Context: an optimization exercise on an open-source flow, tuned for small area, a short achievable clock period and few clock cycles per item. The choices shown serve that exercise and are no tape-out recipe.
No run shown here included a check of the RTL's function; only the layout flow was run.
No activity file was given, so power comes from the tool's default toggle rates.

## flow/design.v

```verilog
package psb_pkg;
    localparam int NUM_SEM    = 8;
    localparam int MAX_TASKS  = 32;
    localparam int CNT_W      = 16;
    localparam int S_TDATA_W  = 48;
    localparam int M_TDATA_W  = 16;
    localparam int CFG_DATA_W = 64;
    localparam logic [1:0] ST_OK      = 2'd0;
    localparam logic [1:0] ST_BLOCKED = 2'd1;
    localparam logic [1:0] ST_REFUSED = 2'd2;
    localparam logic [1:0] ST_TIMEOUT = 2'd3;
endpackage
module psb_prienc (
    input  logic [31:0] vec,
    output logic [31:0] top,
    output logic [5:0]  prio
);
    logic [31:0] above;    
    always_comb begin
        above[31] = 1'b0;
        for (int i = 30; i >= 0; i--) begin
            above[i] = above[i+1] | vec[i+1];
        end
        top = vec & ~above;
        prio = '0;
        for (int i = 0; i < 32; i++) begin
            prio = prio | ({6{top[i]}} & 6'(i + 1));
        end
    end
endmodule
module psb_core (
    input  logic        aclk,
    input  logic        aresetn,
    input  logic        cfg_mask,     
    input  logic        cfg_counts,   
    input  logic [63:0] cfg_data,
    input  logic        rd_load,      
    input  logic [2:0]  rd_sem,
    input  logic        ex_fire,
    input  logic [2:0]  sem,
    input  logic [4:0]  pidx,
    input  logic        op_wait,      
    input  logic        op_block,     
    input  logic        op_sig,       
    input  logic        op_res,       
    output logic [1:0]  status,
    output logic        rel_valid,
    output logic [5:0]  rel_prio
);
    logic [7:0]  cmask_reg;
    logic [15:0] cnt_reg  [8];
    logic [31:0] mask_reg [8];
    logic [15:0] c;           
    logic [31:0] b;           
    logic        cm;
    logic [16:0] lz, lo;      
    logic        z, full, any;
    logic [31:0] pbit;
    logic [31:0] top;
    logic [5:0]  top_prio;
    logic        dec, inc;
    logic [15:0] cnt_new;
    logic [31:0] mask_new;
    logic        keep;
    logic [15:0] cnt_base;
    logic [31:0] mask_wd;
    logic        fwd;
    always_ff @(posedge aclk) begin
        if (!aresetn) begin
            cmask_reg <= '0;
        end else if (cfg_mask) begin
            cmask_reg <= cfg_data[7:0];
        end
    end
    assign cm = cmask_reg[sem];
    always_comb begin
        lz[0] = 1'b1;
        lo[0] = 1'b1;
        for (int i = 0; i < 16; i++) begin
            lz[i+1] = lz[i] & ~c[i];
            lo[i+1] = lo[i] & c[i];
        end
    end
    assign z    = lz[16];
    assign full = lo[16];
    assign any  = |b;
    always_comb begin
        for (int i = 0; i < 32; i++) pbit[i] = (pidx == 5'(i));
    end
    psb_prienc u_prienc (
        .vec  (b),
        .top  (top),
        .prio (top_prio)
    );
    assign dec     = op_wait & ~z;
    assign inc     = op_sig & ~any & (cm ? ~full : z);
    assign cnt_new = c ^ (({16{dec}} & lz[15:0]) | ({16{inc}} & lo[15:0]));
    assign mask_new = (b & ~((op_sig ? top : '0) | (op_res ? pbit : '0))) |
                      ((op_block & z) ? pbit : '0);
    always_comb begin
        status = psb_pkg::ST_REFUSED;
        if (op_wait) begin
            if (!z)            status = psb_pkg::ST_OK;
            else if (op_block) status = psb_pkg::ST_BLOCKED;
        end else if (op_sig) begin
            if (any | inc)     status = psb_pkg::ST_OK;
        end else if (op_res) begin
            status = ((b & pbit) != '0) ? psb_pkg::ST_TIMEOUT : psb_pkg::ST_OK;
        end
    end
    assign rel_valid = op_sig & any;
    assign rel_prio  = op_sig ? top_prio : 6'd0;
    assign keep     = aresetn & ~cfg_counts;
    assign cnt_base = cnt_new & {16{keep}};
    assign mask_wd  = mask_new & {32{keep}};
    for (genvar s = 0; s < 8; s++) begin : g_sem
        logic        we;
        logic [7:0]  bt;
        logic [15:0] cw;
        assign bt = cfg_data[8*s +: 8];
        assign we = ~aresetn | cfg_counts | (ex_fire & (sem == 3'(s)));
        assign cw[15:8] = cnt_base[15:8];
        assign cw[7:0]  = cfg_counts ?
                          {bt[7:1] & {7{cmask_reg[s]}}, cmask_reg[s] ? bt[0] : (bt != 8'd0)} :
                          cnt_base[7:0];
        always_ff @(posedge aclk) begin
            if (we) begin
                cnt_reg[s]  <= cw;
                mask_reg[s] <= mask_wd;
            end
        end
    end
    assign fwd = ex_fire & (rd_sem == sem);
    always_ff @(posedge aclk) begin
        if (rd_load) begin
            c <= fwd ? cnt_new  : cnt_reg[rd_sem];
            b <= fwd ? mask_new : mask_reg[rd_sem];
        end
    end
endmodule
module priority_semaphore_bank_top (
    input  logic         aclk,
    input  logic         aresetn,
    input  logic         s_tvalid,
    output logic         s_tready,
    input  logic [47:0]  s_tdata,
    output logic         m_tvalid,
    input  logic         m_tready,
    output logic [15:0]  m_tdata,
    input  logic         cfg_valid,
    output logic         cfg_ready,
    input  logic [0:0]   cfg_index,
    input  logic [63:0]  cfg_data
);
    typedef struct packed {
        logic [2:0] sem;
        logic [4:0] pidx;
        logic       op_wait;
        logic       op_block;
        logic       op_sig;
        logic       op_res;
    } req_t;
    logic       r_vld, x_vld, o0_vld, o1_vld;
    req_t       r_req, x_req, s_req;
    logic [8:0] o0, o1, rsp;
    logic       s_fire, x_fire, r_move, o_pop;
    logic [1:0] mode;
    logic [5:0] prio;
    logic       prio_ok, tmo_nz;
    logic [1:0] status;
    logic       rel_valid;
    logic [5:0] rel_prio;
    assign mode    = s_tdata[1:0];
    assign prio    = s_tdata[10:5];
    assign tmo_nz  = |s_tdata[42:11];
    assign prio_ok = (prio != 6'd0) && (prio <= 6'd32);
    assign s_req.sem      = s_tdata[4:2];
    assign s_req.pidx     = prio[4:0] - 5'd1;
    assign s_req.op_wait  = (mode == 2'd0);
    assign s_req.op_block = (mode == 2'd0) && tmo_nz && prio_ok;
    assign s_req.op_sig   = (mode == 2'd1);
    assign s_req.op_res   = (mode == 2'd2) && prio_ok;
    assign cfg_ready = 1'b1;
    assign x_fire   = x_vld && !o1_vld;
    assign r_move   = r_vld && (!x_vld || x_fire);
    assign s_tready = !r_vld || !x_vld || x_fire;
    assign s_fire   = s_tvalid && s_tready;
    assign o_pop    = o0_vld && m_tready;
    always_ff @(posedge aclk) begin
        if (!aresetn) begin
            r_vld  <= 1'b0;
            x_vld  <= 1'b0;
            o0_vld <= 1'b0;
            o1_vld <= 1'b0;
        end else begin
            r_vld <= s_fire || (r_vld && !r_move);
            x_vld <= r_move || (x_vld && !x_fire);
            if (!o0_vld || o_pop) begin
                o0_vld <= o1_vld || x_fire;
                o1_vld <= 1'b0;
            end else begin
                o1_vld <= o1_vld || x_fire;
            end
        end
    end
    assign rsp = {rel_prio, rel_valid, status};
    always_ff @(posedge aclk) begin
        if (s_fire) r_req <= s_req;
        if (r_move) x_req <= r_req;
        if (!o0_vld || o_pop) begin
            o0 <= o1_vld ? o1 : rsp;
        end else if (!o1_vld) begin
            o1 <= rsp;
        end
    end
    psb_core u_core (
        .aclk       (aclk),
        .aresetn    (aresetn),
        .cfg_mask   (cfg_valid && (cfg_index == 1'b0)),
        .cfg_counts (cfg_valid && (cfg_index == 1'b1)),
        .cfg_data   (cfg_data),
        .rd_load    (r_move),
        .rd_sem     (r_req.sem),
        .ex_fire    (x_fire),
        .sem        (x_req.sem),
        .pidx       (x_req.pidx),
        .op_wait    (x_req.op_wait),
        .op_block   (x_req.op_block),
        .op_sig     (x_req.op_sig),
        .op_res     (x_req.op_res),
        .status     (status),
        .rel_valid  (rel_valid),
        .rel_prio   (rel_prio)
    );
    assign m_tvalid = o0_vld;
    assign m_tdata  = {7'd0, o0};
endmodule
```

## flow/run.sh

```bash
#!/bin/bash
# synth_recipe.tcl (not shown) runs the flow's synth.tcl, then flattens the netlist and writes it again
# the make line also repeats each setting of config.mk as NAME=value (left out here)
make -C /OpenROAD-flow-scripts/flow DESIGN_CONFIG=/design/flow/config.mk WORK_HOME=/design/flow/orfs CLKGATE_MAP_FILE= SYNTH_SCRIPT=/design/flow/synth_recipe.tcl finish
```

## flow/config.mk

```make
export PLATFORM = sky130hd
export DESIGN_NAME = priority_semaphore_bank_top
export DESIGN_NICKNAME = priority_semaphore_bank_top
export VERILOG_FILES = /design/flow/design.v
export SDC_FILE = /design/flow/constraint.sdc
export NUM_CORES = 4
export LEC_CHECK = 0
export CAP_MARGIN = 20
export CORE_MARGIN = 2
export CORE_UTILIZATION = 40
export SETUP_SLACK_MARGIN = 2.5
export SLEW_MARGIN = 20
```

## flow/constraint.sdc

```tcl
create_clock -name core_clock -period 5.0 [get_ports {aclk}]
set_input_delay 1.0000 -clock core_clock [delete_from_list [all_inputs] [get_ports {aclk}]]
set_output_delay 1.0000 -clock core_clock [all_outputs]
set_load 0.01 [all_outputs]
```

==> summary.txt, run 1 <==
Run status
  – Outcome: no timing/DRC/antenna violations

Hold path
  – Worst hold start: r_req[6]
  – Worst hold stages: 0
  – Worst Hold Path EP: x_req[6]
  – Hold Path Class: reg -> reg

Timing
  – Final setup vio count: 0
  – Maximum clock frequency: 338 MHz
  – Final slew viol count: 0
  – Setup TNS: 0 ns
  – Final Hold Fails: 0
  – RSZ-0062 raised after global routing: yes
  – Period utilization: 59.2%
  – Min cycle time layout: 2.96 ns
  – Worst-Margin Slew: 1.02 ns
  – Max_slew headroom: 31.5%
  – Clock Skew: 0.0346 ns

Setup path
  – RR Startpoint: u_core.b[6]
  – CP cell instances: nor4_4, nand4_1, or3_4, or4_4, a311oi_4, buf_12, a21o_1
  – Worst R2R Path Depth: 7
  – WP data arrival: 3.41 ns
  – Crit path buf inv count: 1
  – Crit path max fanout: 8
  – Crit path kind: reg -> reg
  – Critical Path Slowest Stage Cell: or4_4
  – Critical path data required time: 5.45 ns
  – R2r endpoint: u_core.cnt_reg[3][1]
  – Setup crit end kind: flip-flop
  – Crit-path max cell delay: 0.58 ns
  – Cell family with most CP delay: simple AND/OR/NAND/NOR gates
  – Reg2reg setup slack: 2.04 ns
  – CP Launch Type: flip-flop

Synthesis
  – Post-synthesis cell count: 1700
  – Asr flop ratio synth: 0%
  – Dominant synthesized flop cell: edfxtp_1
  – Mapped Avg Cell Area: 13.0 um2
  – Synth cell types: 78
  – Flops & latches, synth: 486
  – YS warnings: 5
  – Synthesized cell area: 22100 um2
  – Post-synth EDFFs: 474
  – Seq/Total Area, Yosys: 65.4%

Finish
  – Net count, final: 2105
  – FILL cells: 4501
  – Max FFs per register: 256
  – Layout area overhead: 33.2%
  – Layout cell share with drive strength beyond 1: 30.1%

Floorplan
  – Die area: 57200 um2
  – Io pins: 137
  – Initial Util: 40.3%
  – Chip width: 239 um
  – # rows: 86
  – Core ar.: 54900 um2
  – Die Span Y: 239 um

Clocking
  – Worst-path clk slew: 0.06 ns
  – Clk sinks: 486
  – CTS Hold Buffers Added: 0
  – CTS tree: yes
  – CTS max path bufs: 3
  – Root Driver: clkbuf_16
  – H-tree Lvls: 2
  – Clk latency of the worst-skew pair: 0.60 ns
  – CTS Buf Count: 52

Power and ir drop
  – Worst vdd ir: 0.259 mV
  – Total Power Consumption: 9860 uW
  – Pleak: 0.0107 uW
  – P per Cell Area: 335 nW/um2

Routing
  – Detailed-route DRC error count: 0
  – Drt total wl: 68400 um
  – WL/cell: 25.0 um
  – Avg Vias per Cell: 6.00
  – Drt first pass iters: 5
  – Post-detailed-route count of antenna-violating nets: 0
  – Via count: 16400
  – Initial DRC count: 1691

GRT
  – Total Routing Usage GR: 23.3%
  – Vias in the first global route: 16100
  – Initial antenna violation count: 1
  – Pin count of the biggest net entering global routing: 95
  – Gr ovfl total: 0
  – First-pass GRT wire length: 100000 um

Placed design
  – Gpl congestion: 0.929
  – Half-perimeter wire length after placement: 40400 um
  – I/O Buffers: 123

Run
  – Max cap viols: 0
==> layout by cell type, fill, tap and decap left out, drive strengths merged, types with 26 or more instances in the layout <==
cell type,n
buf,208
nor4,37
nor3,51
o21ai,110
nand3,59
nand2,119
mux2i,48
clkbuf,71
mux4,37
a21oi,124
edfxtp,474
inv,44
nor2b,53
clkdlybuf4s50,116
nor2,102
mux2,26
==> timing repair <==
action	4_1_cts	5_1_grt
buffers inserted	123	60
resized for setup	204	221
endpoints found under the setup margin	818	585
pin swaps	64	124
gates cloned	4	1
==> cell usage after synthesis, types with 5 or more instances <==
cell type / n / area, um2
clkbuf_1: 87 / 327
buf_4: 9 / 67.6
xor2_1: 6 / 52.6
nor2b_1: 53 / 332
a221o_1: 9 / 90.1
mux2i_1: 48 / 480
a21oi_1: 124 / 621
nor3b_1: 6 / 45.0
edfxtp_1: 474 / 14200
o221ai_1: 17 / 149
nor2_1: 102 / 383
a22o_1: 13 / 114
nand4_1: 14 / 87.6
nand2b_1: 15 / 93.8
nor4_1: 35 / 219
or3_1: 9 / 56.3
mux4_2: 37 / 833
nor3_1: 51 / 255
o31ai_1: 14 / 105
or4_1: 7 / 52.6
a21o_1: 8 / 60.1
o21ai_0: 108 / 541
a31oi_1: 17 / 106
a22oi_1: 20 / 150
a211oi_1: 18 / 135
o211ai_1: 20 / 150
buf_1: 11 / 41.3
nand3_1: 59 / 295
nand2_1: 119 / 447
inv_1: 43 / 161
mux2_2: 26 / 293
dfxtp_1: 12 / 240
and3_1: 18 / 113
o31a_1: 5 / 43.8
==> worst max path at each step <==
stage | from | endpoint | depth (start not counted)
final | u_core.b[6] | u_core.cnt_reg[3][1] | 7
after global routing | u_core.b[3] | u_core.cnt_reg[3][1] | 7
after CTS | u_core.b[22] | u_core.cnt_reg[3][1] | 8
after detailed placement | cfg_index[0] | u_core.cnt_reg[5][3] | 7
after global placement | cfg_index[0] | u_core.mask_reg[4][19] | 6
after floorplan | u_core.c[12] | u_core.c[14] | 7
==> area by class of cell <==
class	count	area (um2)	area share, %
Sequential cell	486	14500	49.1
Multi-Input combinational cell	1070	9010	30.6
Inverter	44	165	0.560
Clock buffer	71	1450	4.90
Timing Repair Buffer	332	3320	11.3
Tap cell	704	881	2.99
Antenna cell	1	2.50	0.00849
Clock inverter	23	179	0.607
==> cells by family after synthesis <==
family / Yosys count / share of synthesized area [%]
AO/OA/AOI/OAI: 421 / 12.3
adder cells (fa/ha/maj): 1 / 0.0565
AND/OR/NAND/NOR: 516 / 11.8
buffers and inverters: 154 / 2.84
flip-flops: 486 / 65.4
other: 2 / 0.0339
XOR/XNOR: 9 / 0.356
multiplexers: 111 / 7.26
==> metal layers <==
layer / routed length [um] / global-route usage (%) / vias to the layer above
met5: 0 / 0 / -
met4: 2250 / 7.67 / 0
met3: 3970 / 3.05 / 145
met2: 33800 / 39.7 / 685
met1: 28400 / 30.9 / 8346
li1: - / - / 7216
==> report_power, final <==
| group | total [uW] | internal [uW] | switching (uW) |
|---|---|---|---|
| logic | 1200 | 514 | 690 |
| clock network | 3680 | 2120 | 1560 |
| registers | 4980 | 4850 | 127 |
| total | 9860 | 7480 | 2380 |
==> per-stage QoR <==
step / setup slack, ns / util, % / std cells / hold WS [ns] / instance area (um2)
after global placement: 1.14 / 44.4 / 2448 / 0.412 / 24400
after detailed placement: 1.09 / 44.4 / 2448 / 0.408 / 24400
final: 2.04 / 53.7 / 2731 / 0.419 / 29500
after CTS: 2.13 / 50.9 / 2669 / 0.421 / 27900
after global routing: 1.98 / 53.7 / 2730 / 0.425 / 29500
after floorplan: 2.19 / - / 1706 / 0.400 / 22500
==> inputs of run 2 (changes only) <==
--- a/flow/config.mk
+++ b/flow/config.mk
@@ -9,4 +9,3 @@
 export CORE_MARGIN = 2
 export CORE_UTILIZATION = 40
-export SETUP_SLACK_MARGIN = 2.5
 export SLEW_MARGIN = 20
==> summary.txt, run 2 <==
Synthesis
  – Dominant synthesized flop cell: edfxtp_1
  – Post-Synth Adder-Cell Area: 0.0565%
  – Flops & latches, synth: 486
  – Most numerous cell in the Yosys netlist: edfxtp_1
  – Most frequent cells after synthesis: edfxtp_1 (474), a21oi_1 (124), nand2_1 (119)
  – Post-synth EDFFs: 474
  – Asr flop ratio synth: 0%
  – Seq/Total Area, Yosys: 65.4%
  – Mapped Avg Cell Area: 13.0 um2
  – YS warnings: 5
  – Top cell type's share of synthesized area: 64.3%
  – Post-synthesis cell count: 1700
  – Post-synthesis compound-gate area fraction: 12.3%
  – Synth cell types: 78
  – XOR/XNOR Fraction of Synth Area: 0.356%
  – Area contributors post-synth: edfxtp_1 (64%), mux4_2 (3.8%), a21oi_1 (2.8%)
  – Simple-gate share of the synthesized area: 11.8%
  – Synthesized cell area: 22100 um2
  – Post-synthesis mux area share: 7.26%
  – Area leader, netlist: edfxtp_1
  – Largest family of logic cells by synthesized area: compound AO/OA/AOI/OAI gates

Timing
  – Final hold slack: 0.431 ns
  – Period utilization: 80.8%
  – Final slew viol count: 0
  – Final setup vio count: 0
  – Final Hold Fails: 0
  – Maximum clock frequency: 248 MHz
  – Worst-Margin Slew: 1.07 ns
  – RSZ-0062 raised after global routing: no
  – Max_slew headroom: 28.6%
  – Min cycle time layout: 4.04 ns
  – Setup TNS: 0 ns
  – Clock Skew: 0.0279 ns

Floorplan
  – Die area: 57200 um2
  – # rows: 86
  – Initial Util: 40.3%
  – Core ar.: 54900 um2
  – Chip width: 239 um
  – Io pins: 137
  – Die Span Y: 239 um

Finish
  – Non-filler instance count after layout: 2555
  – Net count, final: 1927
  – Max FFs per register: 256
  – Commonest cells after routing, fill and taps aside: edfxtp_1 (474), a21oi_1 (124), clkdlybuf4s50_1 (123)
  – Layout area overhead: 17.6%
  – Most common cell after layout, fill and taps aside: edfxtp_1
  – Final antenna diode count: 0
  – Layout cell share with drive strength beyond 1: 11.2%

Routing
  – Post-detailed-route count of antenna-violating nets: 0
  – Detailed-route DRC error count: 0
  – WL/cell: 24.3 um
  – Via count: 15100
  – Drt first pass iters: 5
  – Drt total wl: 62000 um
  – Avg Vias per Cell: 5.89
  – Initial DRC count: 1318

Clocking
  – H-tree Lvls: 2
  – Worst-path clk slew: 0.06 ns
  – Post_cts resized: 0
  – CTS Hold Buffers Added: 0
  – Post-CTS Setup Bufs: 0
  – Clk latency of the worst-skew pair: 0.61 ns
  – Root Driver: clkbuf_16
  – CTS max path bufs: 3
  – CTS Buf Count: 52
  – Clk sinks: 486
  – CTS tree: yes

GRT
  – First-pass GRT wire length: 93000 um
  – Vias in the first global route: 14900
  – Pin count of the biggest net entering global routing: 95
  – Total Routing Usage GR: 21.7%
  – Initial antenna violation count: 0
  – Gr ovfl total: 0

Hold path
  – Hold Path Class: reg -> reg
  – Worst Hold Path EP: x_req[8]
  – Worst hold stages: 0
  – Worst hold start: r_req[8]

Setup path
  – Reg2reg setup slack: 0.96 ns
  – Setup crit end kind: flip-flop
  – Crit path kind: reg -> reg
  – Crit-path max cell delay: 0.77 ns
  – Crit path max fanout: 8
  – WP data arrival: 4.29 ns
  – CP Launch Type: flip-flop
  – RR Startpoint: u_core.b[19]
  – CP cell instances: nor4_1, nand4_1, or3_1, or4_1, and3b_1, nor3_1
  – Critical Path Slowest Stage Cell: nor3_1
  – Worst R2R Path Depth: 6
  – R2r endpoint: u_core.cnt_reg[6][13]
  – Critical path data required time: 5.25 ns

Placed design
  – Inst Count DP: 2457
  – Gpl congestion: 0.949
  – Half-perimeter wire length after placement: 40200 um
  – I/O Buffers: 123

Power and ir drop
  – Pleak: 0.00923 uW
  – P per Cell Area: 379 nW/um2
  – Worst vdd ir: 0.250 mV

Run
  – Max cap viols: 0

Run status
  – Outcome: no timing/DRC/antenna violations
[run 2: worst max path at each step]
stage	start	to	slack (ns)	cells after the start
final	u_core.b[19]	u_core.cnt_reg[6][13]	0.96	6
after CTS	u_core.b[21]	u_core.cnt_reg[6][13]	1.08	6
after detailed placement	cfg_index[0]	u_core.mask_reg[4][19]	0.72	5
after global placement	cfg_index[0]	u_core.mask_reg[4][19]	0.77	5
after global routing	u_core.b[19]	u_core.cnt_reg[6][13]	0.96	6
after floorplan	x_vld	u_core.cnt_reg[0][0]	0.18	3
[run 2: where the power goes]
part           internal [uW]  switching [uW]
Combinational            372             543
Clock                   2380            1590
Sequential              4850             143
Total                   7600            2270
[run 2: stage by stage]
| stage | instance area, um2 | setup WS, ns | utilization (%) | total power [uW] |
|---|---|---|---|---|
| after global routing | 26000 | 0.957 | 47.4 | 10200 |
| after CTS | 26000 | 1.08 | 47.4 | 9950 |
| after detailed placement | 24200 | 0.715 | 44.1 | 6000 |
| final | 26000 | 0.960 | 47.4 | 9880 |
| after global placement | 24200 | 0.772 | 44.1 | 5970 |
| after floorplan | 22200 | 0.177 | - | 5600 |
[run 2: metal layers]
| layer | vias up | routed length, um | GRT usage, % | part of all wire (%) |
|---|---|---|---|---|
| met2 | 535 | 30400 | 36.5 | 49 |
| met5 | - | 0 | 0 | 0 |
| met1 | 7577 | 26800 | 29.2 | 43 |
| li1 | 6846 | - | - | - |
| met4 | 0 | 1470 | 6.53 | 2.4 |
| met3 | 97 | 3360 | 2.87 | 5.4 |
[run 2: kinds of logic (layout without fill, tap and decap cells)]
kind of cell	count (synthesis)	in the layout
DFF	486	486
and+or+nand+nor	516	516
other	2	8
AOI/OAI and AO/OA	421	421
muxes	111	111
xor gates and xnor gates	9	9
buffers and inverters	154	299
adders and majority gates	1	1
[run 2: worst max-delay path: cells and delay by family, from the launching register on]
family,cells,cell delay [ns]
simple gates,6,3.21
flops,1,0.48
[run 2: cell type report]
| class | count | area, um2 |
|---|---|---|
| tap | 704 | 881 |
| fill | 4817 | 28800 |
| timing repair buffer | 158 | 1540 |
| clock inverter | 26 | 352 |
| clock buffer | 71 | 1430 |
| inverter | 44 | 165 |
| sequential | 486 | 14500 |
| multi-input combinational | 1066 | 7190 |
==> inputs of run 3 (changes only) <==
--- a/flow/design.v
+++ b/flow/design.v
@@ -13,8 +13,10 @@
 module psb_prienc (
     input  logic [31:0] vec,
-    output logic [31:0] top,
-    output logic [5:0]  prio
+    output logic [31:0] drop,
+    output logic [5:0]  prio,
+    output logic        two
 );
     logic [31:0] above;    
+    logic [31:0] top;
     always_comb begin
         above[31] = 1'b0;
@@ -22,9 +24,11 @@
             above[i] = above[i+1] | vec[i+1];
         end
-        top = vec & ~above;
+        drop = vec & above;
+        top  = vec & ~above;
         prio = '0;
         for (int i = 0; i < 32; i++) begin
             prio = prio | ({6{top[i]}} & 6'(i + 1));
         end
+        two = |drop;
     end
 endmodule
@@ -51,15 +55,20 @@
     logic [15:0] cnt_reg  [8];
     logic [31:0] mask_reg [8];
-    logic [15:0] c;           
-    logic [31:0] b;           
-    logic        cm;
+    logic [15:0] c;
+    logic [31:0] b;
+    logic        z, full, any, cm;
+    logic [15:0] rc;
+    logic [31:0] rb;
     logic [16:0] lz, lo;      
-    logic        z, full, any;
+    logic        eq1, eqfe;
     logic [31:0] pbit;
-    logic [31:0] top;
+    logic        hit;         
+    logic [31:0] drop;
     logic [5:0]  top_prio;
-    logic        dec, inc;
+    logic        two;
+    logic        dec, inc, blk;
     logic [15:0] cnt_new;
     logic [31:0] mask_new;
+    logic        z_new, full_new, any_new;
     logic        keep;
     logic [15:0] cnt_base;
@@ -73,5 +82,4 @@
         end
     end
-    assign cm = cmask_reg[sem];
     always_comb begin
         lz[0] = 1'b1;
@@ -82,20 +90,31 @@
         end
     end
-    assign z    = lz[16];
-    assign full = lo[16];
-    assign any  = |b;
+    assign eq1  = c[0] & (c[15:1] == 15'd0);
+    assign eqfe = ~c[0] & (c[15:1] == 15'h7FFF);
     always_comb begin
         for (int i = 0; i < 32; i++) pbit[i] = (pidx == 5'(i));
     end
+    assign hit = |(b & pbit);
     psb_prienc u_prienc (
         .vec  (b),
-        .top  (top),
-        .prio (top_prio)
+        .drop (drop),
+        .prio (top_prio),
+        .two  (two)
     );
     assign dec     = op_wait & ~z;
     assign inc     = op_sig & ~any & (cm ? ~full : z);
+    assign blk     = op_block & z;
     assign cnt_new = c ^ (({16{dec}} & lz[15:0]) | ({16{inc}} & lo[15:0]));
-    assign mask_new = (b & ~((op_sig ? top : '0) | (op_res ? pbit : '0))) |
-                      ((op_block & z) ? pbit : '0);
+    always_comb begin
+        mask_new = b;
+        if (op_sig)      mask_new = drop;
+        else if (op_res) mask_new = b & ~pbit;
+        else if (blk)    mask_new = b | pbit;
+    end
+    assign z_new    = dec ? eq1 : (z & ~inc);
+    assign full_new = inc ? eqfe : (full & ~dec);
+    assign any_new  = op_sig ? two :
+                      op_res ? (two | (any & ~hit)) :
+                      (any | blk);
     always_comb begin
         status = psb_pkg::ST_REFUSED;
@@ -106,5 +125,5 @@
             if (any | inc)     status = psb_pkg::ST_OK;
         end else if (op_res) begin
-            status = ((b & pbit) != '0) ? psb_pkg::ST_TIMEOUT : psb_pkg::ST_OK;
+            status = hit ? psb_pkg::ST_TIMEOUT : psb_pkg::ST_OK;
         end
     end
@@ -132,8 +151,22 @@
     end
     assign fwd = ex_fire & (rd_sem == sem);
+    assign rc  = cnt_reg[rd_sem];
+    assign rb  = mask_reg[rd_sem];
     always_ff @(posedge aclk) begin
         if (rd_load) begin
-            c <= fwd ? cnt_new  : cnt_reg[rd_sem];
-            b <= fwd ? mask_new : mask_reg[rd_sem];
+            if (fwd) begin
+                c    <= cnt_new;
+                b    <= mask_new;
+                z    <= z_new;
+                full <= full_new;
+                any  <= any_new;
+            end else begin
+                c    <= rc;
+                b    <= rb;
+                z    <= (rc == 16'd0);
+                full <= (rc == 16'hFFFF);
+                any  <= (rb != 32'd0);
+            end
+            cm <= cmask_reg[rd_sem];
         end
     end
--- a/flow/config.mk
+++ b/flow/config.mk
@@ -9,3 +9,4 @@
 export CORE_MARGIN = 2
 export CORE_UTILIZATION = 40
+export SETUP_SLACK_MARGIN = 2.5
 export SLEW_MARGIN = 20
==> summary.txt, run 3 <==
Power and ir drop
  – Switching share of power: 25.0%
  – Pleak: 0.0108 uW
  – P per Cell Area: 354 nW/um2
  – Comb pwr share: 12.6%
  – Worst vdd ir: 0.286 mV
  – Clock power share: 37.9%
  – Flop pwr share: 49.5%
  – Sw Pwr: 2540 uW
  – Cell Int Power: 7620 uW

GRT
  – Gr ovfl total: 0
  – Total Routing Usage GR: 24.8%
  – First-pass GRT wire length: 109000 um
  – Vias in the first global route: 16400
  – Pin count of the biggest net entering global routing: 71
  – Initial antenna violation count: 1

Floorplan
  – Die Span Y: 242 um
  – Core ar.: 56300 um2
  – Chip width: 242 um
  – Initial Util: 40.4%
  – Io pins: 137
  – # rows: 87
  – Die area: 58800 um2

Clocking
  – Root Driver: clkbuf_16
  – Worst-path clk slew: 0.06 ns
  – Clk latency of the worst-skew pair: 0.62 ns
  – CTS tree: yes
  – CTS max path bufs: 3
  – Clk sinks: 490
  – CTS Buf Count: 53
  – CTS Hold Buffers Added: 0
  – H-tree Lvls: 2

Setup path
  – Crit-path max cell delay: 0.50 ns
  – CP startpoint: r_req[9]
  – CP Launch Type: flip-flop
  – Crit path kind: reg -> reg
  – Critical Path Slowest Stage Cell: mux4_2
  – CP cell instances: buf_6, buf_12, buf_16, mux4_2, mux2_4, nor2_4, nand4_1, a2111oi_4, and4_1, nor3_1
  – RR Startpoint: r_req[9]
  – Crit path max fanout: 6
  – Setup crit end kind: flip-flop
  – Critical path data required time: 5.36 ns
  – WP data arrival: 3.14 ns

Finish
  – Net count, final: 2039
  – Non-filler instance count after layout: 2716
  – Final core utilization: 51.0%
  – Max FFs per register: 256
  – Layout area overhead: 26.2%
  – Layout cell share with drive strength beyond 1: 23.4%
  – Commonest cells after routing, fill and taps aside: edfxtp_1 (478), nand2_1 (116), clkdlybuf4s50_1 (111)
  – Final antenna diode count: 0
  – Final Instance Area: 28700 um2
  – Most common cell after layout, fill and taps aside: edfxtp_1

Synthesis
  – Seq/Total Area, Yosys: 64.2%
  – Dominant synthesized flop cell: edfxtp_1
  – Most frequent cells after synthesis: edfxtp_1 (478), nor2_1 (145), nand2_1 (120)
  – Top cell type's share of synthesized area: 63.1%
  – Synthesized cell area: 22700 um2
  – Post-synth EDFFs: 478
  – Post-synthesis cell count: 1706
  – Asr flop ratio synth: 0%
  – Most numerous cell in the Yosys netlist: edfxtp_1
  – Area leader, netlist: edfxtp_1
  – YS warnings: 5
  – Mapped Avg Cell Area: 13.3 um2
  – Synth cell types: 93
  – Flops & latches, synth: 490
  – Area contributors post-synth: edfxtp_1 (63%), mux4_2 (4.3%), mux2i_1 (3.0%)

Placed design
  – Inst Count DP: 2499
  – I/O Buffers: 123
  – Half-perimeter wire length after placement: 44200 um
  – Gpl congestion: 0.937
  – Post-Place Cell Area: 24800 um2
  – Pre-CTS WS: 1.14 ns

Hold path
  – Hold Path Class: reg -> reg
  – Worst hold start: r_req[3]

Routing
  – Drt total wl: 74400 um
  – WL/cell: 27.4 um
  – Via count: 16300
  – Initial DRC count: 1719
  – Drt first pass iters: 5
  – Avg Vias per Cell: 5.99
  – Post-detailed-route count of antenna-violating nets: 0
  – Detailed-route DRC error count: 0

Run status
  – Outcome: no timing/DRC/antenna violations

Timing
  – Final slew viol count: 0
  – RSZ-0062 raised after global routing: yes
  – Min cycle time layout: 2.78 ns
  – Clock Skew: 0.0292 ns
  – Period utilization: 55.6%
  – Final setup vio count: 0
  – Max_slew headroom: 34.4%
  – Maximum clock frequency: 359 MHz
  – Final Hold Fails: 0
  – Final WS setup: 2.22 ns
  – Worst-Margin Slew: 0.984 ns
  – Setup TNS: 0 ns

Run
  – Max cap viols: 0
## run 3: worst paths after layout
| path | to | slack [ns] | cells after the start |
|---|---|---|---|
| max | u_core.any | 2.22 | 10 |
| min | x_req[3] | 0.42 | 0 |
| max reg2reg | u_core.any | 2.22 | 10 |
| min reg2reg | x_req[3] | 0.42 | 0 |
## run 3: routing by layer
metal	routed length, um	global-route usage (%)	up-vias	share of wire, %
met5	13	0	-	0.017
met4	2900	8.71	2	3.9
met3	5610	3.78	153	7.5
met2	35600	40.9	709	48
met1	30300	33.4	8321	41
li1	-	-	7097	-
## run 3: logic make-up (layout without fill, tap and decap cells)
logic type               count (synthesis)  in the layout  share of synthesized area [%]
XOR/XNOR                                23             23                          0.886
AND/OR/NAND/NOR                        483            484                           10.7
other                                    2              8                         0.0330
adder cells (fa/ha/maj)                  3              3                          0.143
buffers and inverters                  155            401                           3.26
flip-flops                             490            490                           64.2
AO/OA/AOI/OAI                          420            421                           12.6
multiplexers                           130            130                           8.20
## run 3: cell type report
class	count	area (um2)
clock buffer	60	1370
multi-input combinational	1069	8290
clock inverter	35	314
timing repair buffer	279	3070
tap	756	946
inverter	27	108
sequential	490	14600
fill	4780	27600
## run 3: worst max-delay path: cells and delay by family (launching register included)
kind / cells / cell delay, ns
buf+inv: 3 / 0.39
compound gates: 1 / 0.35
mux: 2 / 0.80
simple gates: 4 / 0.66
flops: 1 / 0.34
## run 3: power by group through the flow
stage / clock [uW] / combinational (uW) / sequential (uW)
2_1_floorplan: 0 / 643 / 5040
3_3_place_gp: 0 / 1000 / 5120
3_5_place_dp: 0 / 1010 / 5130
4_1_cts: 3910 / 1220 / 5020
5_1_grt: 4070 / 1360 / 5050
6_report: 3850 / 1280 / 5020
## run 3: timing repair
action,4_1_cts,5_1_grt
resized for setup,152,91
buffers inserted,82,27
pin swaps,32,26
setup endpoints to repair,786,445
cloned,10,3
## run 3: through the flow
step / hold slack, ns / total power [uW]
after floorplan: 0.400 / 5690
after global placement: 0.406 / 6120
after detailed placement: 0.406 / 6150
after CTS: 0.420 / 10100
after global routing: 0.438 / 10500
final: 0.420 / 10200
==> inputs of run 4 (changes only) <==
--- a/flow/config.mk
+++ b/flow/config.mk
@@ -6,4 +6,5 @@
 export NUM_CORES = 4
 export LEC_CHECK = 0
+export ABC_AREA = 1
 export CAP_MARGIN = 20
 export CORE_MARGIN = 2
==> summary.txt, run 4 <==
Power and ir drop
  – Switching share of power: 25.4%
  – Clock power share: 37.7%
  – Pleak: 0.0107 uW
  – Worst vdd ir: 0.315 mV
  – Comb pwr share: 11.4%
  – Flop pwr share: 50.9%
  – Cell Int Power: 7400 uW
  – P per Cell Area: 352 nW/um2
  – Sw Pwr: 2520 uW

Setup path
  – CP Launch Type: flip-flop
  – Crit path kind: reg -> reg
  – Crit path max fanout: 10
  – Critical path data required time: 5.37 ns
  – Setup crit end kind: flip-flop
  – WP data arrival: 3.50 ns

Timing
  – Maximum clock frequency: 320 MHz
  – Min cycle time layout: 3.13 ns
  – Max_slew headroom: 38.6%
  – RSZ-0062 raised after global routing: yes
  – Worst-Margin Slew: 0.921 ns
  – Setup TNS: 0 ns
  – Final setup vio count: 0
  – Final slew viol count: 0
  – Final Hold Fails: 0
  – Clock Skew: 0.0271 ns
  – Period utilization: 62.5%

Synthesis
  – Area contributors post-synth: edfxtp_1 (65%), nand2_1 (6.5%), o21ai_0 (4.0%)
  – Largest family of logic cells by synthesized area: simple AND/OR/NAND/NOR gates
  – Synth cell types: 53
  – Area leader, netlist: edfxtp_1
  – XOR/XNOR Fraction of Synth Area: 0.798%
  – Most numerous cell in the Yosys netlist: edfxtp_1
  – Post-synth EDFFs: 478
  – Simple-gate share of the synthesized area: 15.3%
  – Synthesized cell area: 22000 um2
  – Dominant synthesized flop cell: edfxtp_1
  – Mapped Avg Cell Area: 11.0 um2
  – Post-synthesis cell count: 1993
  – Post-synthesis mux area share: 0%
  – YS warnings: 5
  – Top cell type's share of synthesized area: 65.4%
  – Post-Synth Adder-Cell Area: 0.0570%
  – Flops & latches, synth: 490
  – Asr flop ratio synth: 0%
  – Most frequent cells after synthesis: edfxtp_1 (478), nand2_1 (382), inv_1 (197)
  – Post-synthesis compound-gate area fraction: 12.1%
  – Seq/Total Area, Yosys: 66.5%

Finish
  – Layout area overhead: 28.4%
  – Net count, final: 2368
  – Final core utilization: 52.2%
  – Max FFs per register: 256
  – Commonest cells after routing, fill and taps aside: edfxtp_1 (478), nand2_1 (353), inv_1 (174)
  – Final Instance Area: 28200 um2
  – Final antenna diode count: 0
  – Layout cell share with drive strength beyond 1: 20.9%
  – Non-filler instance count after layout: 2988
  – Most common cell after layout, fill and taps aside: edfxtp_1

Placed design
  – Half-perimeter wire length after placement: 42900 um
  – Gpl congestion: 0.981
  – Inst Count DP: 2762
  – Post-Place Cell Area: 24200 um2
  – I/O Buffers: 123

Routing
  – Drt first pass iters: 5
  – Via count: 17000
  – WL/cell: 23.9 um
  – Avg Vias per Cell: 5.70
  – Detailed-route DRC error count: 0
  – Drt total wl: 71400 um
  – Initial DRC count: 1751
  – Post-detailed-route count of antenna-violating nets: 0

GRT
  – First-pass GRT wire length: 103000 um
  – Vias in the first global route: 16600
  – Total Routing Usage GR: 24.4%
  – Initial antenna violation count: 1
  – Pin count of the biggest net entering global routing: 67
  – Gr ovfl total: 0

Clocking
  – Clk latency of the worst-skew pair: 0.62 ns
  – Root Driver: clkbuf_16
  – CTS max path bufs: 3
  – Clk sinks: 490
  – CTS tree: yes
  – H-tree Lvls: 2
  – Worst-path clk slew: 0.07 ns
  – CTS Hold Buffers Added: 0
  – CTS Buf Count: 51

Floorplan
  – Core ar.: 54000 um2
  – Io pins: 137
  – Initial Util: 40.6%
  – Die Span Y: 238 um
  – Chip width: 238 um
  – Die area: 56800 um2
  – # rows: 85

Run status
  – Outcome: no timing/DRC/antenna violations

Run
  – Max cap viols: 0

Hold path
  – Hold Path Class: reg -> reg
## run 4: kinds of logic after synthesis
logic type	count (synthesis)
and+or+nand+nor	763
DFF	490
AOI/OAI and AO/OA	424
buffers and inverters	293
xor gates and xnor gates	20
other	2
adders and majority gates	1
## run 4: cell type report
cell class | instances | area (um2)
clock buffer | 59 | 1310
fill | 4652 | 25800
clock inverter | 37 | 325
timing repair buffer | 275 | 2780
sequential | 490 | 14600
timing repair inverter | 3 | 21.3
multi-input combinational | 1224 | 7450
inverter | 204 | 830
tap | 696 | 871
## run 4: path summary, 6_finish.rpt
path,cells after the start,slack [ns],startpoint,end
setup / recovery,11,1.87,r_req[10],u_core.any
hold / removal,0,0.42,r_req[3],x_req[3]
setup reg to reg,11,1.87,r_req[10],u_core.any
hold reg to reg,0,0.42,r_req[3],x_req[3]
## run 4: power groups by stage
stage	clock, uW	combinational (uW)	sequential (uW)
2_1_floorplan	0	490	5090
3_5_place_dp	0	895	5130
5_1_grt	3920	1210	5070
4_1_cts	3780	1030	5040
6_report	3740	1130	5050
3_3_place_gp	0	881	5120
## run 4: through the flow
step | total power (uW) | hold WS, ns | worst slack (ns)
6_report | 9920 | 0.420 | 1.87
5_1_grt | 10200 | 0.433 | 1.75
4_1_cts | 9850 | 0.422 | 1.88
3_5_place_dp | 6020 | 0.407 | 0.921
3_3_place_gp | 6000 | 0.403 | 1.04
2_1_floorplan | 5580 | 0.400 | 1.65
## run 4: timing repair
| item | CTS | global route |
|---|---|---|
| buffers inserted | 64 | 49 |
| gates cloned | 12 | 5 |
| resized for setup | 194 | 172 |
| pin swaps | 42 | 52 |
| setup endpoints to repair | 830 | 576 |
| hold endpoints to repair | 0 | 0 |
## run 4: worst max-delay path: stages, from the launching register on
cell and delay, ns:
edfxtp_1 0.45, buf_4 0.19, inv_6 0.11, nand2_8 0.09
nor2_4 0.16, clkinvlp_4 0.26, buf_4 0.24, o21ai_0 0.43
and2_1 0.20, nand4_1 0.25, o41ai_2 0.42, nand2_1 0.08
## run 4: per-layer routing
| layer | track usage (%) | routed length (um) | part of all wire (%) |
|---|---|---|---|
| met1 | 31.0 | 28800 | 40 |
| met2 | 42.8 | 35400 | 50 |
| met3 | 3.34 | 4920 | 6.9 |
| met4 | 8.88 | 2270 | 3.2 |
| met5 | 0 | 11 | 0.015 |
==> inputs of run 5 (changes only) <==
--- a/flow/config.mk
+++ b/flow/config.mk
@@ -6,8 +6,7 @@
 export NUM_CORES = 4
 export LEC_CHECK = 0
-export ABC_AREA = 1
 export CAP_MARGIN = 20
 export CORE_MARGIN = 2
 export CORE_UTILIZATION = 40
-export SETUP_SLACK_MARGIN = 2.5
+export SETUP_SLACK_MARGIN = 3.0
 export SLEW_MARGIN = 20
==> summary.txt, run 5 <==
Power and ir drop
  – Flop pwr share: 48.5%
  – Cell Int Power: 7760 uW
  – Sw Pwr: 2630 uW
  – P per Cell Area: 333 nW/um2
  – Clock power share: 37.0%
  – Comb pwr share: 14.5%
  – Pleak: 0.0117 uW
  – Worst vdd ir: 0.240 mV
  – Switching share of power: 25.3%

GRT
  – First-pass GRT wire length: 111000 um
  – Initial antenna violation count: 1
  – Pin count of the biggest net entering global routing: 49
  – Total Routing Usage GR: 25.3%
  – Vias in the first global route: 16800
  – Gr ovfl total: 0

Finish
  – Final Instance Area: 31200 um2
  – Layout cell share with drive strength beyond 1: 35.5%
  – Final antenna diode count: 0
  – Net count, final: 2169
  – Max FFs per register: 256
  – Most common cell after layout, fill and taps aside: edfxtp_1
  – Commonest cells after routing, fill and taps aside: edfxtp_1 (478), buf_4 (183), clkdlybuf4s50_1 (108)
  – Layout area overhead: 37.1%

Clocking
  – CTS Hold Buffers Added: 0
  – Worst-path clk slew: 0.07 ns
  – CTS Buf Count: 52
  – CTS tree: yes
  – H-tree Lvls: 2
  – Clk latency of the worst-skew pair: 0.61 ns
  – Root Driver: clkbuf_16
  – Clk sinks: 490
  – CTS max path bufs: 3

Timing
  – Final Hold Fails: 0
  – Maximum clock frequency: 372 MHz
  – Final setup vio count: 0
  – Setup TNS: 0 ns
  – Final WS setup: 2.31 ns
  – Period utilization: 53.8%
  – Clock Skew: 0.0205 ns
  – Min cycle time layout: 2.69 ns
  – Worst-Margin Slew: 0.720 ns
  – RSZ-0062 raised after global routing: yes
  – Final slew viol count: 0
  – Max_slew headroom: 52.0%

Routing
  – Via count: 16900
  – Avg Vias per Cell: 5.95
  – WL/cell: 27.0 um
  – Post-detailed-route count of antenna-violating nets: 0
  – Initial DRC count: 1671
  – Drt total wl: 76800 um
  – Detailed-route DRC error count: 0
  – Drt first pass iters: 5

Floorplan
  – Io pins: 137
  – Core ar.: 56300 um2
  – Initial Util: 40.4%
  – # rows: 87
  – Die area: 58800 um2
  – Chip width: 242 um
  – Die Span Y: 242 um

Placed design
  – Post-Place Cell Area: 25300 um2
  – Pre-CTS WS: 1.41 ns
  – I/O Buffers: 123
  – Gpl congestion: 0.968
  – Half-perimeter wire length after placement: 46100 um

Setup path
  – CP Launch Type: flip-flop
  – Setup crit end kind: flip-flop
  – R2r endpoint: u_core.any
  – Crit path max fanout: 8
  – Crit path kind: reg -> reg
  – Worst R2R Path Depth: 10
  – Critical path data required time: 5.35 ns
  – RR Startpoint: r_req[9]
  – WP data arrival: 3.04 ns
  – Reg2reg setup slack: 2.31 ns

Synthesis
  – Dominant synthesized flop cell: edfxtp_1
  – Most frequent cells after synthesis: edfxtp_1 (478), nor2_1 (145), nand2_1 (120)
  – Most numerous cell in the Yosys netlist: edfxtp_1
  – Seq/Total Area, Yosys: 64.2%
  – Area leader, netlist: edfxtp_1
  – Flops & latches, synth: 490
  – Asr flop ratio synth: 0%
  – Post-synth EDFFs: 478
  – Top cell type's share of synthesized area: 63.1%
  – Synth cell types: 93
  – Area contributors post-synth: edfxtp_1 (63%), mux4_2 (4.3%), mux2i_1 (3.0%)
  – Mapped Avg Cell Area: 13.3 um2
  – YS warnings: 5
  – Post-synthesis cell count: 1706
  – Synthesized cell area: 22700 um2

Hold path
  – Worst hold start: r_req[5]
  – Worst hold stages: 0
  – Hold Path Class: reg -> reg
  – Worst Hold Path EP: x_req[5]

Run status
  – Outcome: no timing/DRC/antenna violations

Run
  – Max cap viols: 0
==> run 5: changes by cell type after synthesis, sizes merged, moves of 37 or more <==
cell    delta
nand2    -262
inv      -174
o21ai    -100
nand3     -70
mux2i     +69
a21o      +57
a221oi    -45
mux4      +43
nor2b     +37
==> run 5: worst max path at each step <==
stage,from,endpoint,slack (ns)
4_1_cts,r_req[11],u_core.any,2.29
3_5_place_dp,aresetn,u_core.cnt_reg[2][7],1.41
2_1_floorplan,x_vld,u_core.cnt_reg[0][0],2.58
3_3_place_gp,aresetn,u_core.cnt_reg[2][7],1.46
5_1_grt,r_req[9],u_core.b[5],2.20
6_report,r_req[9],u_core.any,2.31
==> run 5: area by class of cell <==
type / count / area (um2)
well taps: 756 / 946
multi-input cells: 1070 / 9600
clock buffers: 60 / 1350
flip-flops and latches: 490 / 14600
repair buffers: 409 / 4230
clock inverters: 36 / 325
inverters: 27 / 114
fillers: 4518 / 25100
==> run 5: kinds of logic after synthesis <==
| logic type | Yosys count | synth area share [%] |
|---|---|---|
| adders and majority gates | 3 | 0.143 |
| AOI/OAI and AO/OA | 420 | 12.6 |
| xor gates and xnor gates | 23 | 0.886 |
| DFF | 490 | 64.2 |
| and+or+nand+nor | 483 | 10.7 |
| buffers and inverters | 155 | 3.26 |
| muxes | 130 | 8.20 |
| other | 2 | 0.0330 |
==> run 5: stage by stage <==
step	util [%]	instances	power (uW)	hold WS, ns
after floorplan	-	1712	5750	0.400
after global placement	45.0	2509	6170	0.405
after detailed placement	45.0	2509	6190	0.409
after CTS	53.1	2776	10300	0.422
after global routing	55.4	2848	10700	0.428
final	55.4	2848	10400	0.422
==> run 5: per-layer routing <==
metal / wire [um] / global-route usage [%] / up-vias
met5: 18 / 0 / -
met4: 3300 / 10.4 / 2
met3: 6190 / 3.98 / 180
met2: 35500 / 40.4 / 825
met1: 31800 / 34.7 / 8564
li1: - / - / 7363
==> run 5: worst max-delay path: stages, from the launching register on <==
cell	delay, ns
edfxtp_1	0.46
buf_12	0.20
buf_12	0.14
buf_16	0.14
and2_4	0.22
a32oi_2	0.24
a41o_1	0.26
nand4_1	0.17
nor3_2	0.30
and4_1	0.23
nor3_1	0.06
==> run 5: power by group through the flow <==
stage               sequential, uW  clock [uW]  combinational (uW)
global route                  5060        4030                1590
floorplan                     5050           0                 701
CTS                           5030        3880                1360
finish                        5030        3840                1510
global placement              5120           0                1050
detailed placement            5140           0                1060
==> run 5: timing repair <==
action / CTS / global route
endpoints found under the hold margin: 0 / 0
setup endpoints to repair: 910 / 595
gates resized for setup: 355 / 161
gates cloned: 10 / 2
pin swaps: 72 / 71
buffers inserted: 161 / 70
==> inputs of run 6 (changes only) <==
--- a/flow/config.mk
+++ b/flow/config.mk
@@ -9,4 +9,6 @@
 export CORE_MARGIN = 2
 export CORE_UTILIZATION = 40
-export SETUP_SLACK_MARGIN = 3.0
+export CTS_BUF_LIST = sky130_fd_sc_hd__clkbuf_8
+export CTS_CLUSTER_SIZE = 40
+export SETUP_SLACK_MARGIN = 2.5
 export SLEW_MARGIN = 20
==> summary.txt, run 6 <==
Synthesis
  – Area contributors post-synth: edfxtp_1 (63%), mux4_2 (4.3%), mux2i_1 (3.0%)
  – Seq/Total Area, Yosys: 64.2%
  – Synth cell types: 93
  – Area leader, netlist: edfxtp_1
  – Mapped Avg Cell Area: 13.3 um2
  – Post-synthesis cell count: 1706
  – Synthesized cell area: 22700 um2
  – Most numerous cell in the Yosys netlist: edfxtp_1
  – Most frequent cells after synthesis: edfxtp_1 (478), nor2_1 (145), nand2_1 (120)
  – Top cell type's share of synthesized area: 63.1%
  – YS warnings: 5
  – Post-synth EDFFs: 478
  – Dominant synthesized flop cell: edfxtp_1
  – Asr flop ratio synth: 0%
  – Flops & latches, synth: 490

Routing
  – Detailed-route DRC error count: 0
  – Drt first pass iters: 7
  – WL/cell: 27.2 um
  – Initial DRC count: 1655
  – Post-detailed-route count of antenna-violating nets: 0
  – Drt total wl: 76300 um
  – Avg Vias per Cell: 5.94
  – Via count: 16700

Floorplan
  – Core ar.: 56300 um2
  – Die area: 58800 um2
  – Initial Util: 40.4%
  – Die Span Y: 242 um
  – Chip width: 242 um
  – # rows: 87
  – Io pins: 137

Finish
  – Net count, final: 2102
  – Layout cell share with drive strength beyond 1: 26.8%
  – Final Instance Area: 29100 um2
  – Most common cell after layout, fill and taps aside: edfxtp_1
  – Layout area overhead: 27.9%
  – FILL cells: 4812
  – Max FFs per register: 256
  – Commonest cells after routing, fill and taps aside: edfxtp_1 (478), buf_4 (123), clkdlybuf4s50_1 (110)

Timing
  – Final Hold Fails: 0
  – Setup TNS: 0 ns
  – Period utilization: 54.7%
  – Final slew viol count: 0
  – Final setup vio count: 0
  – Clock Skew: 0.0336 ns
  – RSZ-0062 raised after global routing: yes
  – Maximum clock frequency: 366 MHz
  – Worst-Margin Slew: 0.988 ns
  – Min cycle time layout: 2.73 ns
  – Max_slew headroom: 34.1%

Placed design
  – I/O Buffers: 123
  – Post-Place Cell Area: 24800 um2
  – Gpl congestion: 0.937
  – Half-perimeter wire length after placement: 44200 um

Hold path
  – Hold Path Class: reg -> reg
  – Worst hold start: r_req[3]

Clocking
  – CTS Hold Buffers Added: 0
  – CTS Buf Count: 83
  – CTS tree: yes
  – H-tree Lvls: 3
  – Clk latency of the worst-skew pair: 0.68 ns
  – CTS max path bufs: 3
  – Worst-path clk slew: 0.07 ns
  – Root Driver: clkbuf_8
  – Clk sinks: 490

Setup path
  – CP startpoint: r_req[9]
  – Setup crit end: u_core.any
  – RR Startpoint: r_req[9]
  – Worst R2R Path Depth: 10
  – R2r endpoint: u_core.any
  – Critical Path Slowest Stage Cell: mux4_2
  – Reg2reg setup slack: 2.27 ns
  – Critical path depth: 10
  – Critical path data required time: 5.42 ns
  – CP cell instances: buf_6, buf_12, buf_12, mux4_2, mux2_4, nor2_4, nand4_1, a2111oi_4, and4_1, nor3_1
  – Crit path buf inv count: 3
  – Crit path kind: reg -> reg
  – CP Launch Type: flip-flop
  – WP data arrival: 3.15 ns
  – Cell family with most CP delay: multiplexers
  – Crit-path max cell delay: 0.49 ns
  – Crit path max fanout: 6
  – Setup crit end kind: flip-flop
  – Cell mode on critical path: buf_12

Run status
  – Outcome: no timing/DRC/antenna violations

Power and ir drop
  – Total Power Consumption: 9710 uW
  – Sw Pwr: 2540 uW
  – Flop pwr share: 51.8%
  – Cell Int Power: 7170 uW
  – Clock power share: 34.4%
  – P per Cell Area: 334 nW/um2
  – Comb pwr share: 13.8%
  – Worst vdd ir: 0.188 mV
  – Pleak: 0.0111 uW
  – Switching share of power: 26.1%

Run
  – Max cap viols: 0

GRT
  – Initial antenna violation count: 2
  – Gr ovfl total: 0
  – Pin count of the biggest net entering global routing: 71
  – Total Routing Usage GR: 25.2%
  – First-pass GRT wire length: 110000 um
  – Vias in the first global route: 16700
run 6: worst min-delay path by stage:
stage	cells past startpoint	slack, ns	endpoint
6_report	0	0.42	x_req[3]
3_5_place_dp	0	0.41	x_req[7]
3_3_place_gp	0	0.41	x_req[3]
4_1_cts	0	0.42	x_req[3]
5_1_grt	0	0.43	x_req[3]
2_1_floorplan	0	0.40	x_req[0]
run 6: power groups by stage:
stage	clock network (uW)	registers, uW	logic, uW
2_1_floorplan	0	5040	643
3_3_place_gp	0	5120	1000
3_5_place_dp	0	5130	1010
4_1_cts	3400	5020	1250
5_1_grt	3600	5050	1410
6_report	3340	5030	1340
run 6: kinds of logic (layout without fill, tap and decap cells):
family,count (synthesis),count (layout),share of synthesized area (%)
xor gates and xnor gates,23,23,0.886
muxes,130,130,8.20
adders and majority gates,3,3,0.143
AOI/OAI and AO/OA,420,421,12.6
buffers and inverters,155,493,3.26
other,2,9,0.0330
and+or+nand+nor,483,484,10.7
DFF,490,490,64.2
run 6: per-layer routing:
| layer | vias to the layer above | routed length, um | GRT usage (%) |
|---|---|---|---|
| li1 | 7232 | - | - |
| met1 | 8498 | 30600 | 32.9 |
| met2 | 773 | 36700 | 41.2 |
| met3 | 184 | 5820 | 4.95 |
| met4 | 2 | 3190 | 10.4 |
| met5 | - | 11 | 0 |
run 6: stage by stage:
step / hold slack [ns] / utilization (%) / worst slack, ns / cells
finish: 0.420 / 51.7 / 2.27 / 2809
global route: 0.429 / 51.7 / 2.18 / 2809
CTS: 0.418 / 50.1 / 2.26 / 2761
detailed placement: 0.406 / 44.1 / 1.14 / 2499
global placement: 0.406 / 44.1 / 1.15 / 2499
floorplan: 0.400 / - / 2.51 / 1712
run 6: final cells by class:
class / count / area [um2] / share of cell area [%]
Antenna cell: 1 / 2.50 / 0.00860
Clock buffer: 86 / 1180 / 4.07
Clock inverter: 68 / 344 / 1.18
Inverter: 27 / 108 / 0.370
Multi-Input combinational cell: 1069 / 8480 / 29.2
Sequential cell: 490 / 14600 / 50.2
Tap cell: 756 / 946 / 3.25
Timing Repair Buffer: 312 / 3420 / 11.8
run 6: what timing repair did:
action	4_1_cts	5_1_grt
endpoints found under the setup margin	770	320
gates cloned	13	3
gates resized for setup	178	118
setup buffers	95	44
pin swaps	34	40
==> inputs of run 7 (changes only) <==
--- a/flow/design.v
+++ b/flow/design.v
@@ -40,7 +40,7 @@
     input  logic [63:0] cfg_data,
     input  logic        rd_load,      
-    input  logic [2:0]  rd_sem,
+    input  logic [7:0]  rd_sel,       
     input  logic        ex_fire,
-    input  logic [2:0]  sem,
+    input  logic [7:0]  sel,          
     input  logic [4:0]  pidx,
     input  logic        op_wait,      
@@ -75,4 +75,5 @@
     logic [31:0] mask_wd;
     logic        fwd;
+    logic        rcm;
     always_ff @(posedge aclk) begin
         if (!aresetn) begin
@@ -138,5 +139,5 @@
         logic [15:0] cw;
         assign bt = cfg_data[8*s +: 8];
-        assign we = ~aresetn | cfg_counts | (ex_fire & (sem == 3'(s)));
+        assign we = ~aresetn | cfg_counts | (ex_fire & sel[s]);
         assign cw[15:8] = cnt_base[15:8];
         assign cw[7:0]  = cfg_counts ?
@@ -150,7 +151,15 @@
         end
     end
-    assign fwd = ex_fire & (rd_sem == sem);
-    assign rc  = cnt_reg[rd_sem];
-    assign rb  = mask_reg[rd_sem];
+    assign fwd = ex_fire & ((rd_sel & sel) != 8'd0);
+    always_comb begin
+        rc  = '0;
+        rb  = '0;
+        rcm = 1'b0;
+        for (int s = 0; s < 8; s++) begin
+            rc  = rc  | (cnt_reg[s]  & {16{rd_sel[s]}});
+            rb  = rb  | (mask_reg[s] & {32{rd_sel[s]}});
+            rcm = rcm | (cmask_reg[s] & rd_sel[s]);
+        end
+    end
     always_ff @(posedge aclk) begin
         if (rd_load) begin
@@ -168,5 +177,5 @@
                 any  <= (rb != 32'd0);
             end
-            cm <= cmask_reg[rd_sem];
+            cm <= rcm;
         end
     end
@@ -187,5 +196,5 @@
 );
     typedef struct packed {
-        logic [2:0] sem;
+        logic [7:0] sel;
         logic [4:0] pidx;
         logic       op_wait;
@@ -208,5 +217,5 @@
     assign tmo_nz  = |s_tdata[42:11];
     assign prio_ok = (prio != 6'd0) && (prio <= 6'd32);
-    assign s_req.sem      = s_tdata[4:2];
+    assign s_req.sel      = 8'd1 << s_tdata[4:2];
     assign s_req.pidx     = prio[4:0] - 5'd1;
     assign s_req.op_wait  = (mode == 2'd0);
@@ -254,7 +263,7 @@
         .cfg_data   (cfg_data),
         .rd_load    (r_move),
-        .rd_sem     (r_req.sem),
+        .rd_sel     (r_req.sel),
         .ex_fire    (x_fire),
-        .sem        (x_req.sem),
+        .sel        (x_req.sel),
         .pidx       (x_req.pidx),
         .op_wait    (x_req.op_wait),
--- a/flow/config.mk
+++ b/flow/config.mk
@@ -9,6 +9,4 @@
 export CORE_MARGIN = 2
 export CORE_UTILIZATION = 40
-export CTS_BUF_LIST = sky130_fd_sc_hd__clkbuf_8
-export CTS_CLUSTER_SIZE = 40
-export SETUP_SLACK_MARGIN = 2.5
+export SETUP_SLACK_MARGIN = 3.0
 export SLEW_MARGIN = 20
==> summary.txt, run 7 <==
Synthesis
  – Post-synthesis cell count: 1652
  – Most numerous cell in the Yosys netlist: edfxtp_1
  – Synth cell types: 70
  – Asr flop ratio synth: 0%
  – Seq/Total Area, Yosys: 68.4%
  – Most frequent cells after synthesis: edfxtp_1 (488), a22oi_1 (203), nor2_1 (140)
  – Post-synth EDFFs: 488
  – Dominant synthesized flop cell: edfxtp_1
  – Synthesized cell area: 21800 um2
  – Area leader, netlist: edfxtp_1
  – Area contributors post-synth: edfxtp_1 (67%), a22oi_1 (7.0%), nor2_1 (2.4%)
  – Mapped Avg Cell Area: 13.2 um2
  – YS warnings: 5
  – Top cell type's share of synthesized area: 67.3%
  – Flops & latches, synth: 500

Finish
  – Most common cell after layout, fill and taps aside: edfxtp_1
  – Layout cell share with drive strength beyond 1: 34.7%
  – Final Instance Area: 30400 um2
  – Layout area overhead: 39.8%
  – Net count, final: 2118
  – Max FFs per register: 256
  – Commonest cells after routing, fill and taps aside: edfxtp_1 (488), a22oi_1 (199), buf_4 (164)

Timing
  – Period utilization: 57.3%
  – Clock Skew: 0.0248 ns
  – RSZ-0062 raised after global routing: yes
  – Worst-Margin Slew: 1.02 ns
  – Final Hold Fails: 0
  – Setup TNS: 0 ns
  – Final hold slack: 0.430 ns
  – Min cycle time layout: 2.86 ns
  – Final setup vio count: 0
  – Maximum clock frequency: 349 MHz
  – Final slew viol count: 0
  – Max_slew headroom: 32.3%

Routing
  – Drt total wl: 81400 um
  – Avg Vias per Cell: 6.40
  – Detailed-route DRC error count: 0
  – Post-detailed-route count of antenna-violating nets: 0
  – WL/cell: 29.8 um
  – Via count: 17500
  – Initial DRC count: 2291
  – Drt first pass iters: 6

Floorplan
  – # rows: 85
  – Chip width: 237 um
  – Die Span Y: 237 um
  – Initial Util: 40.5%
  – Io pins: 137
  – Die area: 56300 um2
  – Core ar.: 53800 um2

Clocking
  – CTS tree: yes
  – CTS Buf Count: 52
  – H-tree Lvls: 2
  – Root Driver: clkbuf_16
  – Clk latency of the worst-skew pair: 0.61 ns
  – Worst-path clk slew: 0.07 ns
  – CTS max path bufs: 3
  – Clk sinks: 500

Power and ir drop
  – Switching share of power: 25.1%
  – Clock power share: 37.3%
  – Worst vdd ir: 0.289 mV
  – Pleak: 0.0110 uW
  – Cell Int Power: 7670 uW
  – Sw Pwr: 2560 uW
  – Flop pwr share: 50.2%
  – Comb pwr share: 12.5%
  – P per Cell Area: 336 nW/um2

Run
  – Max cap viols: 0

Setup path
  – Crit path max fanout: 6
  – Crit path kind: reg -> reg
  – Setup crit end kind: flip-flop
  – WP data arrival: 3.23 ns
  – Critical path data required time: 5.36 ns
  – CP Launch Type: flip-flop

Run status
  – Outcome: no timing/DRC/antenna violations

Hold path
  – Hold Path Class: reg -> reg

GRT
  – Gr ovfl total: 0
  – M2 GR Usage: 42.8%
  – Total Routing Usage GR: 27.6%
  – GR peak layer: met2
  – Pin count of the biggest net entering global routing: 70
  – Vias in the first global route: 16500
  – Met3 Resource Use GR: 6.85%
  – Initial antenna violation count: 0
  – First-pass GRT wire length: 113000 um
  – Met1 usage in global routing: 36.1%

Placed design
  – I/O Buffers: 123
  – Gpl congestion: 0.970
  – Half-perimeter wire length after placement: 38600 um
  – Post-Place Cell Area: 23900 um2
-- run 7: cell types whose count changed after synthesis, moves of 17 or more --
| cell | previous run | this run |
|---|---|---|
| a22oi_1 | 10 | 203 |
| nand2_1 | 120 | 55 |
| mux2i_1 | 69 | 16 |
| nand4_1 | 14 | 64 |
| mux4_2 | 43 | 1 |
| clkbuf_1 | 70 | 93 |
| buf_2 | 24 | 3 |
| a31oi_1 | 39 | 19 |
| a21oi_1 | 72 | 89 |
| a221oi_1 | 23 | 6 |
| o21ai_0 | 71 | 88 |
| o22ai_1 | 24 | 7 |
-- run 7: cells by family after synthesis --
family                   Yosys count  share of synthesized area (%)
other                              2                         0.0345
flip-flops                       500                           68.4
buffers and inverters            142                           2.72
AND/OR/NAND/NOR                  439                           10.5
multiplexers                      23                           1.15
adder cells (fa/ha/maj)            6                          0.287
XOR/XNOR                          20                          0.805
AO/OA/AOI/OAI                    520                           16.1
-- run 7: final timing paths --
check	from	to	slack [ns]	cells after the start
min	r_req[1]	x_req[1]	0.43	0
max	u_core.b[11]	u_core.any	2.14	8
max reg2reg	u_core.b[11]	u_core.any	2.14	8
min reg2reg	r_req[1]	x_req[1]	0.43	0
-- run 7: cell type report --
type	count	area, um2
clock buffers	61	1340
repair buffers	380	4000
inverters	23	86.3
well taps	696	871
fillers	4196	23400
multi-input cells	1042	8910
diodes	1	2.50
clock inverters	32	323
flip-flops and latches	500	14900
-- run 7: timing repair --
item,in CTS,in global routing
hold buffers,0,0
setup endpoints to repair,869,461
resized for setup,426,203
pin swaps,88,103
gates cloned,38,2
setup buffers,157,59
-- run 7: critical path, cell delays in order, from the launching register on --
cell,delay (ns)
edfxtp_1,0.59
or4_4,0.53
nor4_4,0.30
buf_6,0.18
a31oi_4,0.11
a2111oi_2,0.35
nand4_1,0.22
o41ai_2,0.24
a21oi_1,0.10
-- run 7: routing by layer --
| metal | share of wire (%) | vias to the layer above |
|---|---|---|
| met5 | 0 | - |
| met4 | 5.8 | 0 |
| li1 | - | 7322 |
| met1 | 38 | 8791 |
| met3 | 11 | 269 |
| met2 | 46 | 1118 |
-- run 7: power by group through the flow --
stage                     logic (uW)  registers [uW]  clock network (uW)
after floorplan                  499            5150                   0
after global placement           797            5220                   0
final                           1280            5130                3820
after CTS                       1120            5130                3860
after detailed placement         808            5230                   0
after global routing            1330            5150                4030
-- run 7: stage by stage --
stage	cells	power, uW	setup WS [ns]	util, %
after floorplan	1658	5650	2.47	-
after global placement	2385	6020	1.37	44.4
after detailed placement	2385	6040	1.31	44.4
after CTS	2673	10100	2.20	53.9
after global routing	2734	10500	2.06	56.5
final	2735	10200	2.14	56.5

==> static timing again, ports no longer ideal <==
The flow's constraints put no driver on any port. The routed layouts listed below were extracted and timed again, unchanged, in two steps.
Step 1 assumes that a clkbuf_16 drives the clock port and a buf_2 every other input.
Step 2 also shifts input and output timing later by t, the mid clock arrival at the registers, as if the neighbouring blocks saw the same clock.
a / b / c = ideal ports / drivers / drivers and shift; a / b = the first two.
| run | t (ns) | setup slack, ns | worst register clock-pin slew, ns |
|---|---|---|---|
| run 1 | 0.638 | 2.039 / 2.039 / 1.850 | 0.06 / 0.06 |
| run 2 | 0.653 | 0.960 / 0.960 / 0.960 | 0.06 / 0.06 |
| run 3 | 0.655 | 2.218 / 2.218 / 1.938 | 0.07 / 0.07 |
| run 4 | 0.665 | 1.874 / 1.874 / 1.854 | 0.07 / 0.07 |
| run 5 | 0.663 | 2.311 / 2.311 / 2.311 | 0.07 / 0.07 |
| run 6 | 0.716 | 2.267 / 2.267 / 1.838 | 0.07 / 0.07 |
| run 7 | 0.661 | 2.135 / 2.135 / 2.135 | 0.07 / 0.07 |
After both steps setup and hold are still met in every run listed. The setup slack of run 6, which loses most, moves by 0.000 ns with the drivers and by -0.429 ns with both steps.
